Source: an optimization exercise on an open RTL-to-GDS flow (aim: small area, a short achievable clock period and few clock cycles per item). Production flows keep margins and buffers that such runs may drop.
At most, simulation tests tie the RTL to the original design; equivalence was not proved.
Power is estimated from default activity; no workload was simulated.

==> flow/design.v <==
`timescale 1ns/10ps
package rename_pkg;
    localparam int arch_regs = 32;
    localparam int phys_regs = 64;
    localparam int rob_depth = 16;
    localparam int xlen      = 32;
    typedef logic [4:0]      arch_reg_t;
    typedef logic [5:0]      phys_reg_t;
    typedef logic [3:0]      rob_id_t;
    typedef logic [xlen-1:0] pc_t;
endpackage
`timescale 1ns/10ps
module recovery_ctrl (
    input  logic clk,
    input  logic rst_n,
    input  logic flush,
    output logic started,
    output logic recover
);
    always_ff @(posedge clk or negedge rst_n) begin
        if (!rst_n) started <= 1'b0;
        else        started <= 1'b1;
    end
    assign recover = flush || !started;
endmodule
`timescale 1ns/10ps
module walk_counter (
    input  logic                clk,
    input  logic                rst_n,
    input  rename_pkg::rob_id_t reset_value,
    input  logic                step,
    input  logic                load,
    input  rename_pkg::rob_id_t load_value,
    output rename_pkg::rob_id_t value
);
    always_ff @(posedge clk or negedge rst_n) begin
        if (!rst_n)     value <= reset_value;
        else if (load)  value <= load_value;
        else if (step)  value <= value + rename_pkg::rob_id_t'(1);
    end
endmodule
`timescale 1ns/10ps
module alias_table (
    input  logic [rename_pkg::arch_regs-1:1] gen,
    input  logic [rename_pkg::arch_regs-1:1] pend,
    input  rename_pkg::arch_reg_t lookup_rs1,
    input  rename_pkg::arch_reg_t lookup_rs2,
    input  rename_pkg::arch_reg_t write_rd,
    input  logic                  commit_valid,
    input  rename_pkg::arch_reg_t commit_rd,
    output rename_pkg::phys_reg_t map_rs1,
    output rename_pkg::phys_reg_t map_rs2,
    output rename_pkg::phys_reg_t free_phys,
    output logic                  rd_busy
);
    logic [rename_pkg::arch_regs-1:0] spec_gen;
    logic [rename_pkg::arch_regs-1:0] free_gen;
    logic [rename_pkg::arch_regs-1:0] busy;
    logic                             rd_commit;
    assign spec_gen = {gen ^ pend, 1'b0};
    assign free_gen = {~(gen ^ pend), 1'b0};
    assign busy     = {pend, 1'b0};
    assign map_rs1   = {spec_gen[lookup_rs1], lookup_rs1};
    assign map_rs2   = {spec_gen[lookup_rs2], lookup_rs2};
    assign free_phys = {free_gen[write_rd], write_rd};
    logic [3:0] rd_lo;
    logic [7:0] rd_hi;
    logic [7:0] group_busy;
    always_comb begin
        for (int j = 0; j < 4; j++) rd_lo[j] = (write_rd[1:0] == 2'(j));
        for (int g = 0; g < 8; g++) begin
            rd_hi[g]      = (write_rd[4:2] == 3'(g));
            group_busy[g] = |(busy[4*g +: 4] & rd_lo);
        end
    end
    assign rd_commit = commit_valid && (commit_rd == write_rd);
    assign rd_busy   = |(group_busy & rd_hi) && !rd_commit;
endmodule
`timescale 1ns/10ps
module free_list (
    input  logic                  clk,
    input  logic                  rst_n,
    input  logic                  recover,
    input  logic                  rat_write,
    input  rename_pkg::arch_reg_t write_rd,
    input  logic                  commit_valid,
    input  rename_pkg::arch_reg_t commit_rd,
    input  rename_pkg::phys_reg_t commit_phys,
    output logic [rename_pkg::arch_regs-1:1] gen,
    output logic [rename_pkg::arch_regs-1:1] pend
);
    always_ff @(posedge clk or negedge rst_n) begin
        if (!rst_n) begin
            gen  <= '0;
        end else begin
            for (int i = 1; i < rename_pkg::arch_regs; i++)
                if (commit_valid && commit_rd == rename_pkg::arch_reg_t'(i))
                    gen[i] <= commit_phys[5];
        end
    end
    always_ff @(posedge clk) begin
            for (int i = 1; i < rename_pkg::arch_regs; i++) begin
                if (recover)
                    pend[i] <= 1'b0;
                else if (rat_write && write_rd == rename_pkg::arch_reg_t'(i))
                    pend[i] <= 1'b1;
                else if (commit_valid && commit_rd == rename_pkg::arch_reg_t'(i))
                    pend[i] <= 1'b0;
            end
    end
endmodule
`timescale 1ns/10ps
module rob_id_alloc (
    input  logic                clk,
    input  logic                rst_n,
    input  logic                flush,
    input  logic                alloc,
    input  logic                commit_valid,
    output rename_pkg::rob_id_t last_id,
    output logic                id_free
);
    rename_pkg::rob_id_t head;
    walk_counter u_head (
        .clk         (clk),
        .rst_n       (rst_n),
        .reset_value (4'd0),
        .step        (commit_valid),
        .load        (1'b0),
        .load_value  (4'd0),
        .value       (head)
    );
    walk_counter u_last (
        .clk         (clk),
        .rst_n       (rst_n),
        .reset_value (4'd15),
        .step        (alloc),
        .load        (flush),
        .load_value  (commit_valid ? head : head - rename_pkg::rob_id_t'(1)),
        .value       (last_id)
    );
    assign id_free = (last_id - head) != rename_pkg::rob_id_t'(rename_pkg::rob_depth - 2);
endmodule
`timescale 1ns/10ps
module rename_stage (
    input  logic                  clk,
    input  logic                  rst_n,
    input  logic                  flush,
    input  logic                  in_valid,
    input  rename_pkg::pc_t       in_pc,
    input  rename_pkg::arch_reg_t in_rd,
    output logic                  in_ready,
    output logic                  out_valid,
    input  logic                  out_ready,
    output rename_pkg::pc_t       out_pc,
    output rename_pkg::phys_reg_t out_phys_rs1,
    output rename_pkg::phys_reg_t out_phys_rs2,
    output rename_pkg::phys_reg_t out_phys_rd,
    input  rename_pkg::phys_reg_t map_rs1,
    input  rename_pkg::phys_reg_t map_rs2,
    input  rename_pkg::phys_reg_t free_phys,
    input  logic                  rd_busy,
    input  logic                  id_free,
    output logic                  alloc,
    output logic                  rat_write
);
    logic need_rd;
    logic slot_open;
    assign need_rd   = (in_rd != '0);
    assign slot_open = !out_valid || out_ready;
    assign in_ready  = id_free && slot_open && !rd_busy;
    assign alloc     = in_valid && in_ready && !flush;
    assign rat_write = in_valid && id_free && slot_open && need_rd;
    always_ff @(posedge clk or negedge rst_n) begin
        if (!rst_n) begin
            out_valid <= 1'b0;
        end else if (flush) begin
            out_valid <= 1'b0;
        end else if (alloc) begin
            out_valid <= 1'b1;
        end else if (out_ready) begin
            out_valid <= 1'b0;
        end
    end
    always_ff @(posedge clk) begin
        if (slot_open) begin
            out_pc       <= in_pc;
            out_phys_rs1 <= map_rs1;
            out_phys_rs2 <= map_rs2;
            out_phys_rd  <= free_phys;
        end
    end
endmodule
`timescale 1ns/10ps
module rename_top (
    input  logic                  clk,
    input  logic                  rst_n,
    input  logic                  in_valid,
    input  rename_pkg::pc_t       in_pc,
    input  rename_pkg::arch_reg_t in_rs1,
    input  rename_pkg::arch_reg_t in_rs2,
    input  rename_pkg::arch_reg_t in_rd,
    output logic                  in_ready,
    output logic                  out_valid,
    input  logic                  out_ready,
    output rename_pkg::pc_t       out_pc,
    output rename_pkg::phys_reg_t out_phys_rs1,
    output rename_pkg::phys_reg_t out_phys_rs2,
    output rename_pkg::phys_reg_t out_phys_rd,
    output rename_pkg::rob_id_t   out_rob_id,
    input  logic                  commit_valid,
    input  rename_pkg::arch_reg_t commit_rd,
    input  rename_pkg::phys_reg_t commit_phys,
    input  logic                  flush
);
    logic                  recover;
    rename_pkg::phys_reg_t map_rs1;
    rename_pkg::phys_reg_t map_rs2;
    rename_pkg::phys_reg_t free_phys;
    logic                  rd_busy;
    logic                  alloc;
    logic                  rat_write;
    logic                  id_free;
    logic [rename_pkg::arch_regs-1:1] gen;
    logic [rename_pkg::arch_regs-1:1] pend;
    logic                  started;
    logic                  id_ok;
    recovery_ctrl u_recovery_ctrl (
        .clk     (clk),
        .rst_n   (rst_n),
        .flush   (flush),
        .started (started),
        .recover (recover)
    );
    free_list u_free_list (
        .clk          (clk),
        .rst_n        (rst_n),
        .recover      (recover),
        .rat_write    (rat_write),
        .write_rd     (in_rd),
        .commit_valid (commit_valid),
        .commit_rd    (commit_rd),
        .commit_phys  (commit_phys),
        .gen          (gen),
        .pend         (pend)
    );
    alias_table u_alias_table (
        .gen        (gen),
        .pend       (pend),
        .lookup_rs1 (in_rs1),
        .lookup_rs2 (in_rs2),
        .write_rd   (in_rd),
        .commit_valid (commit_valid),
        .commit_rd  (commit_rd),
        .map_rs1    (map_rs1),
        .map_rs2    (map_rs2),
        .free_phys  (free_phys),
        .rd_busy    (rd_busy)
    );
    rob_id_alloc u_rob_id_alloc (
        .clk          (clk),
        .rst_n        (rst_n),
        .flush        (flush),
        .alloc        (alloc),
        .commit_valid (commit_valid),
        .last_id      (out_rob_id),
        .id_free      (id_free)
    );
    assign id_ok = id_free && started;
    rename_stage u_rename_stage (
        .clk          (clk),
        .rst_n        (rst_n),
        .flush        (flush),
        .in_valid     (in_valid),
        .in_pc        (in_pc),
        .in_rd        (in_rd),
        .in_ready     (in_ready),
        .out_valid    (out_valid),
        .out_ready    (out_ready),
        .out_pc       (out_pc),
        .out_phys_rs1 (out_phys_rs1),
        .out_phys_rs2 (out_phys_rs2),
        .out_phys_rd  (out_phys_rd),
        .map_rs1      (map_rs1),
        .map_rs2      (map_rs2),
        .free_phys    (free_phys),
        .rd_busy      (rd_busy),
        .id_free      (id_ok),
        .alloc        (alloc),
        .rat_write    (rat_write)
    );
endmodule
export LEC_CHECK = 0
export CAP_MARGIN = 20
export CORE_MARGIN = 2
export CORE_UTILIZATION = 50
export SETUP_SLACK_MARGIN = 2.5
export SLEW_MARGIN = 20
create_clock -name core_clock -period 5.5 [get_ports {clk}]
standard.sh (not shown) runs the stock make flow with config.mk's settings and CLKGATE_MAP_FILE= SYNTH_SCRIPT=/design/flow/synth_recipe.tcl, a recipe that flattens the netlist after the stock synthesis.
==> flow/flow/run.sh <==
#!/bin/bash
# The standard layout, with the resizer free to change a cell's footprint,
# port buffers made of buf_1 cells (the resizer upsizes those that need it)
# and a clock tree of small clock buffers with no dummy loads.
set -euo pipefail
bash standard.sh MATCH_CELL_FOOTPRINT=0 \
    "BUFFER_PORTS_ARGS=-buffer_cell sky130_fd_sc_hd__buf_1" \
    "CTS_ARGS=-sink_clustering_enable -repair_clock_nets -sink_clustering_size 20 -sink_clustering_max_diameter 80 -buf_list {sky130_fd_sc_hd__clkbuf_4 sky130_fd_sc_hd__clkbuf_8} -dont_use_dummy_load" \
    finish > standard_flow.log 2>&1
Testbench counts at the start, summed over its fixed seeds: cycles 6,724, items 4,096.
Change:
--- a/flow/design.v
+++ b/flow/design.v
@@ -94,9 +94,9 @@
             gen  <= '0;
         end else begin
             for (int i = 1; i < rename_pkg::arch_regs; i++)
                 if (commit_valid && commit_rd == rename_pkg::arch_reg_t'(i))
-                    gen[i] <= commit_phys[5];
+                    gen[i] <= !gen[i];
         end
     end
     always_ff @(posedge clk) begin
             for (int i = 1; i < rename_pkg::arch_regs; i++) begin
What happened: Total power rises by 21%. Sequential share of layout area falls by 0.38 points. Maximum frequency rises by 1.1%. Utilization rises by 0.25 points. Final area rises by 0.85%. Cell count rises by 3.1%. Setup slack gets better by 0.042 ns. Wire length rises by 0.38%. Synthesized area rises by 1.1%. Via count rises by 1.8%. Hold slack hardly moves. Sequential power rises by about 10%. Non-clock buffer count rises by 4.
For the second run of this note, only the layout was checked, not whether the RTL still works.

-- separate check: timing with driven ports --
No port has a modelled driver above. Below, the same layouts with a new extraction and two added sets of constraints. Step 1 assumes that a clkbuf_16 drives the clock port and a buf_2 every other input. Step 2 moves the port delays by t, midway between the first and last clock arrival at a register: inputs arrive t later, outputs are due t later. That takes back most of the time a late clock gives input paths. Slacks: no drivers / after step 1 / after step 2; pairs: no drivers / after step 1.
run	t (ns)	setup slack, ns	worst setup path after step 2	clock arrival spread, ns
the first run	0.472	1.710 / 1.648 / 1.648	input to output	0.033 / 0.033
the second run	0.472	1.752 / 1.660 / 1.660	input to output	0.024 / 0.024
After both steps setup and hold are still met in every run listed. The setup slack of the second run, which loses most, moves by -0.092 ns with the drivers and by -0.092 ns with both steps.
